What follows belongs to an exercise in optimizing a design on an open flow for small area; a production flow would make more cautious choices.
The RTL was checked by simulation tests, not by an equivalence proof against the original design.
Power and IR drop assume default switching activity. The flow treats the clock pin as an ideal source, which a real chip does not have.

==> flow/design.v (excerpt) <==
module fc_act_writeback #(
    parameter int NODES = 200,
    parameter int DW    = 16,
    parameter int OW    = 8,
    parameter int IW    = $clog2(NODES)
) (
    input  logic          clk,
    input  logic          rst,
    input  logic          in_valid,
    input  logic [DW-1:0] in_x,
    output logic          in_ready,
    input  logic          relu_en,
    input  logic [3:0]    shift_amt,
    output logic          out_valid,
    input  logic          out_ready,
    output logic [OW-1:0] out_data,
    output logic [IW-1:0] out_idx,
    output logic          out_last,
    output logic          sat_pulse
);
For scale: about 7500 cells after synthesis, ~3200 flip-flops, roughly 45 I/O pins.
clock: 6.5 ns
lec_check: 0
abc_area: 1
cap_margin: 20
core_margin: 2
core_utilization: 85
place_density: 0.92
slew_margin: 20
standard.sh (not shown) runs the stock make flow with config.mk's settings and CLKGATE_MAP_FILE= SYNTH_SCRIPT=/design/flow/synth_recipe.tcl, a recipe that flattens the netlist after the stock synthesis.
==> flow/flow/run.sh <==
#!/bin/bash
set -e
export CTS_ARGS="-sink_clustering_enable -repair_clock_nets -dont_use_dummy_load -sink_clustering_size 20 -sink_clustering_max_diameter 60 -buf_list sky130_fd_sc_hd__clkbuf_8"
export BUFFER_PORTS_ARGS="-buffer_cell sky130_fd_sc_hd__buf_1"
bash standard.sh > standard.log 2>&1
Change:
==> flow/flow/run.sh (replaced) <==
#!/bin/bash
set -e
export CTS_ARGS="-sink_clustering_enable -repair_clock_nets -dont_use_dummy_load -sink_clustering_size 30 -sink_clustering_max_diameter 100"
export BUFFER_PORTS_ARGS="-buffer_cell sky130_fd_sc_hd__buf_1"
bash standard.sh > standard.log 2>&1
Settings changed: ABC_AREA 1 to not set, CORE_UTILIZATION 85 to 40, PLACE_DENSITY 0.92 to not set.
What happened:
- sequential cell count does not change
- via count is lower by 7.1%
- cell area is higher by 2.9%
- routed wire length goes down by 20%
- combinational power shrinks by about 6%
- global-route usage goes down by 19 points
- total power increases by 1.4%
- worst setup slack got worse by 240 ps
- die area climbs by 110%
Change:
==> flow/flow/run.sh (replaced) <==
#!/bin/bash
set -e
export CTS_ARGS="-sink_clustering_enable -repair_clock_nets -dont_use_dummy_load -sink_clustering_size 20 -sink_clustering_max_diameter 60 -buf_list sky130_fd_sc_hd__clkbuf_8"
export BUFFER_PORTS_ARGS="-buffer_cell sky130_fd_sc_hd__buf_1"
bash standard.sh > standard.log 2>&1
Settings changed: ABC_AREA set to 1, CORE_UTILIZATION 40 to 75, PLACE_DENSITY set to 0.85.
What happened:
- count of clock-buffer cells in the layout rises by 63
- design area falls by 2.6%
- synthesized area stays flat
- power came out lower by 2.4%
- sequential share of layout area rises by 1.8 points
- worst hold slack loses 3.3 ps
- via count is higher by 2.7%
Change:
Settings changed: CORE_UTILIZATION 75 to 60, PLACE_DENSITY 0.85 to 0.7.
=> The new run finished clean. Combinational power barely changes. Maximum frequency fell by 6.6%. Global-route usage drops by 5.4 points. Worst hold slack is worse by 22 ps. Setup slack degrades by 290 ps. Final cell count is higher by 4.6%. Total power hardly moves.
Change:
==> flow/flow/run.sh (replaced) <==
#!/bin/bash
set -e
export CTS_ARGS="-sink_clustering_enable -repair_clock_nets -dont_use_dummy_load -sink_clustering_size 35 -sink_clustering_max_diameter 100"
export BUFFER_PORTS_ARGS="-buffer_cell sky130_fd_sc_hd__buf_1"
bash standard.sh > standard.log 2>&1
Settings changed: CORE_UTILIZATION 60 to 70, PLACE_DENSITY 0.7 to 0.8.
After rerunning: The new run went through all stages and came out clean. Wire length goes up by 6.0%. Global-route usage climbs by 3.6 points. Area after synthesis is unchanged. Worst hold slack gains 27 ps. Design area hardly moves. Clock skew came out lower by 23 ps. Total power goes up by 0.76%. Cell count fell by 3.8%. Combinational power hardly moves.
Change:
==> flow/flow/run.sh (replaced) <==
#!/bin/bash
set -e
export CTS_ARGS="-sink_clustering_enable -repair_clock_nets -dont_use_dummy_load -sink_clustering_size 20 -sink_clustering_max_diameter 60 -buf_list sky130_fd_sc_hd__clkbuf_8"
export BUFFER_PORTS_ARGS="-buffer_cell sky130_fd_sc_hd__buf_1"
bash standard.sh > standard.log 2>&1
Settings changed: GPL_TIMING_DRIVEN set to 0.
What happened:
- The changed run ran to the end with no violations
- hold slack gains 17 ps
- routed wire length came out higher by about 17%
- die area does not change
- clock skew came out higher by 20 ps
- first-iteration DRC count came out higher by 7.0%
- power hardly moves
- critical path depth came out lower by 12
- setup slack loses 180 ps


Setup of old:
The RTL this note starts from:
==> flow/design.v <==
package fc_pkg;
    typedef logic signed [7:0]  act_t;
    typedef logic signed [15:0] acc_t;
    typedef enum logic [1:0] {
        R_IDLE,
        R_FETCH,
        R_SEND
    } rd_state_t;
    localparam int ACT_MAX = 127;
    localparam int ACT_MIN = -128;
endpackage
module act_requant (
    input  fc_pkg::acc_t x_i,
    input  logic       relu_en_i,
    input  logic [3:0] shift_amt_i,
    output fc_pkg::act_t y_o,
    output logic       sat_o
);
    localparam logic signed [16:0] HI = 17'(fc_pkg::ACT_MAX);
    localparam logic signed [16:0] LO = 17'(fc_pkg::ACT_MIN);
    logic signed [16:0] v;
    logic signed [16:0] sum;
    logic signed [16:0] r;
    always_comb begin
        v     = (relu_en_i && x_i < 0) ? 17'sd0 : $signed({x_i[15], x_i});
        sum   = v;
        r     = v;
        if (shift_amt_i != 4'd0) begin
            sum = v + (17'sd1 <<< (shift_amt_i - 4'd1));
            r   = sum >>> shift_amt_i;
        end
        sat_o = 1'b0;
        y_o   = r[7:0];
        if (r > HI) begin
            y_o   = 8'(fc_pkg::ACT_MAX);
            sat_o = 1'b1;
        end else if (r < LO) begin
            y_o   = 8'(fc_pkg::ACT_MIN);
            sat_o = 1'b1;
        end
    end
endmodule
module fc_act_writeback #(
    parameter int NODES = 200,
    parameter int DW    = 16,
    parameter int OW    = 8,
    parameter int IW    = $clog2(NODES)
) (
    input  logic          clk,
    input  logic          rst,
    input  logic          in_valid,
    input  logic [DW-1:0] in_x,
    output logic          in_ready,
    input  logic          relu_en,
    input  logic [3:0]    shift_amt,
    output logic          out_valid,
    input  logic          out_ready,
    output logic [OW-1:0] out_data,
    output logic [IW-1:0] out_idx,
    output logic          out_last,
    output logic          sat_pulse
);
    localparam logic [IW-1:0] LAST_IDX = IW'(NODES - 1);
    localparam int MB = 8 * NODES;
    logic [MB-1:0] bank0_q;
    logic [MB-1:0] bank1_q;
    logic [1:0]    full_q, full_d;
    logic          wr_bank_q, rd_bank_q;
    logic [IW-1:0] wr_cnt_q, out_idx_q;
    logic          s1_valid_q, sat_pulse_q, out_valid_q, fetch_q;
    fc_pkg::act_t  s1_data_q;
    logic          sh0_q, sh1_q, hold0_q, hold1_q;
    fc_pkg::act_t  rq_y;
    logic          rq_sat, accept, last_wr, wr_tgt, out_at_last;
    logic          rd_issue, rd_adv, rd_free, shift0, shift1;
    fc_pkg::act_t  tail0, tail1;
    act_requant u_requant (
        .x_i         (fc_pkg::acc_t'(in_x)),
        .relu_en_i   (relu_en),
        .shift_amt_i (shift_amt),
        .y_o         (rq_y),
        .sat_o       (rq_sat)
    );
    assign last_wr  = s1_valid_q && (wr_cnt_q == LAST_IDX);
    assign in_ready = !rst && !full_q[wr_bank_q] && !(last_wr && full_q[~wr_bank_q]);
    assign accept   = in_valid && in_ready;
    assign wr_tgt   = wr_bank_q ^ last_wr;
    assign out_at_last = (out_idx_q == LAST_IDX);
    assign rd_issue = !fetch_q && !out_valid_q && full_q[rd_bank_q];
    assign rd_adv   = out_valid_q && out_ready && !out_at_last;
    assign rd_free  = out_valid_q && out_ready && out_at_last;
    assign shift0 = (accept && !wr_tgt) || (rd_adv && !rd_bank_q);
    assign shift1 = (accept &&  wr_tgt) || (rd_adv &&  rd_bank_q);
    always_comb begin
        full_d = full_q;
        if (last_wr) full_d[wr_bank_q] = 1'b1;
        if (rd_free) full_d[rd_bank_q] = 1'b0;
    end
    always_ff @(posedge clk) begin
        s1_data_q <= rq_y;
        sh0_q     <= shift0;
        hold0_q   <= !shift0;
        sh1_q     <= shift1;
        hold1_q   <= !shift1;
        bank0_q   <= ({bank0_q[MB-9:0], s1_data_q} & {MB{sh0_q}}) | (bank0_q & {MB{hold0_q}});
        bank1_q   <= ({bank1_q[MB-9:0], s1_data_q} & {MB{sh1_q}}) | (bank1_q & {MB{hold1_q}});
    end
    always_ff @(posedge clk or posedge rst) begin
        if (rst) begin
            s1_valid_q  <= 1'b0;
            sat_pulse_q <= 1'b0;
            wr_cnt_q    <= '0;
            wr_bank_q   <= 1'b0;
            full_q      <= 2'b00;
        end else begin
            s1_valid_q  <= accept;
            sat_pulse_q <= accept && rq_sat;
            full_q      <= full_d;
            if (s1_valid_q) begin
                if (last_wr) begin
                    wr_cnt_q  <= '0;
                    wr_bank_q <= ~wr_bank_q;
                end else begin
                    wr_cnt_q <= wr_cnt_q + IW'(1);
                end
            end
        end
    end
    always_ff @(posedge clk or posedge rst) begin
        if (rst) begin
            fetch_q     <= 1'b0;
            out_valid_q <= 1'b0;
            rd_bank_q   <= 1'b0;
            out_idx_q   <= '0;
        end else begin
            fetch_q <= rd_issue;
            if (fetch_q) out_valid_q <= 1'b1;
            if (rd_adv) out_idx_q <= out_idx_q + IW'(1);
            if (rd_free) begin
                out_valid_q <= 1'b0;
                out_idx_q   <= '0;
                rd_bank_q   <= ~rd_bank_q;
            end
        end
    end
    assign tail0 = sh0_q ? bank0_q[MB-9 -: 8] : bank0_q[MB-1 -: 8];
    assign tail1 = sh1_q ? bank1_q[MB-9 -: 8] : bank1_q[MB-1 -: 8];
    assign out_valid = out_valid_q;
    assign out_data  = rd_bank_q ? tail1 : tail0;
    assign out_idx   = out_idx_q;
    assign out_last  = out_valid_q && out_at_last;
    assign sat_pulse = sat_pulse_q;
endmodule
Settings: LEC_CHECK=0, CAP_MARGIN=20, CORE_MARGIN=2, CORE_UTILIZATION=65, SLEW_MARGIN=20; clock period 6.5 ns.
==> flow/flow/run.sh <==
#!/bin/bash
set -e
export CTS_ARGS="-sink_clustering_enable -repair_clock_nets -dont_use_dummy_load -sink_clustering_size 30 -sink_clustering_max_diameter 100"
bash standard.sh > standard.log 2>&1
Relative to old, the following input files were edited for new:
- a change of CORE_UTILIZATION from 65 to 40
==> comparison <==
new vs. old: vertical die dimension went up by about 27%. Looking at switching power total across both flows, new is the weaker of the two, with old ahead. The leakage component of the power of new and that of old are within noise of each other. H-tree level count: old vs new — no meaningful difference. new reports a higher critical path's largest stage delay than old does. Critical path depth came out higher on new than on old. Going from old to new, the clock buffer count in the final layout was found to have gone up by 3. Comparing number of antenna violations at the first check in global routing for new and old, the bigger number came from new.

[port drivers added, routing unchanged]
The results above use ideal ports. As a check the final layouts listed here were re-extracted and re-timed, cells and wires unchanged.
Step 1 sets driving cells, clkbuf_16 on the clock port and buf_2 on the other inputs (assumed; they add their load-dependent delay and slew).
Step 2 times the ports against the registers' clock, not the clock port: input delays grow and output delays shrink by t, the midpoint of the rising clock arrivals with the driver on.
a / b / c = ideal / step 1 / step 2; a / b = the first two.
| run | t, ns | slack for setup (ns) | worst setup path after step 2 | slew at the worst register clock pin (ns) | pins driven straight from the clock port |
|---|---|---|---|---|---|
| the first run of note 1 | 0.957 | 2.027 / 1.955 / 1.563 | input to register | 0.12 / 0.12 | 1 |
| the second run of note 1 | 0.841 | 1.791 / 1.848 / 1.007 | input to register | 0.11 / 0.11 | 1 |
| the third run of note 1 | 0.917 | 2.405 / 2.338 / 1.670 | input to register | 0.12 / 0.12 | 1 |
| the fourth run of note 1 | 0.946 | 2.115 / 2.043 / 1.410 | input to register | 0.12 / 0.12 | 1 |
| the fifth run of note 1 | 0.779 | 2.313 / 2.234 / 1.455 | input to register | 0.12 / 0.12 | 1 |
| the sixth run of note 1 | 0.981 | 2.129 / 2.058 / 2.025 | input to register | 0.12 / 0.12 | 1 |
| old | 0.811 | 1.125 / 1.157 / 0.346 | input to register | 0.11 / 0.11 | 1 |
| new | 0.868 | 1.076 / 1.146 / 0.278 | input to register | 0.12 / 0.12 | 1 |
After both steps setup and hold are still met in every run listed. For the fifth run of note 1, which loses most, drivers alone change the setup slack by -0.079 ns; drivers and shift together by -0.858 ns.
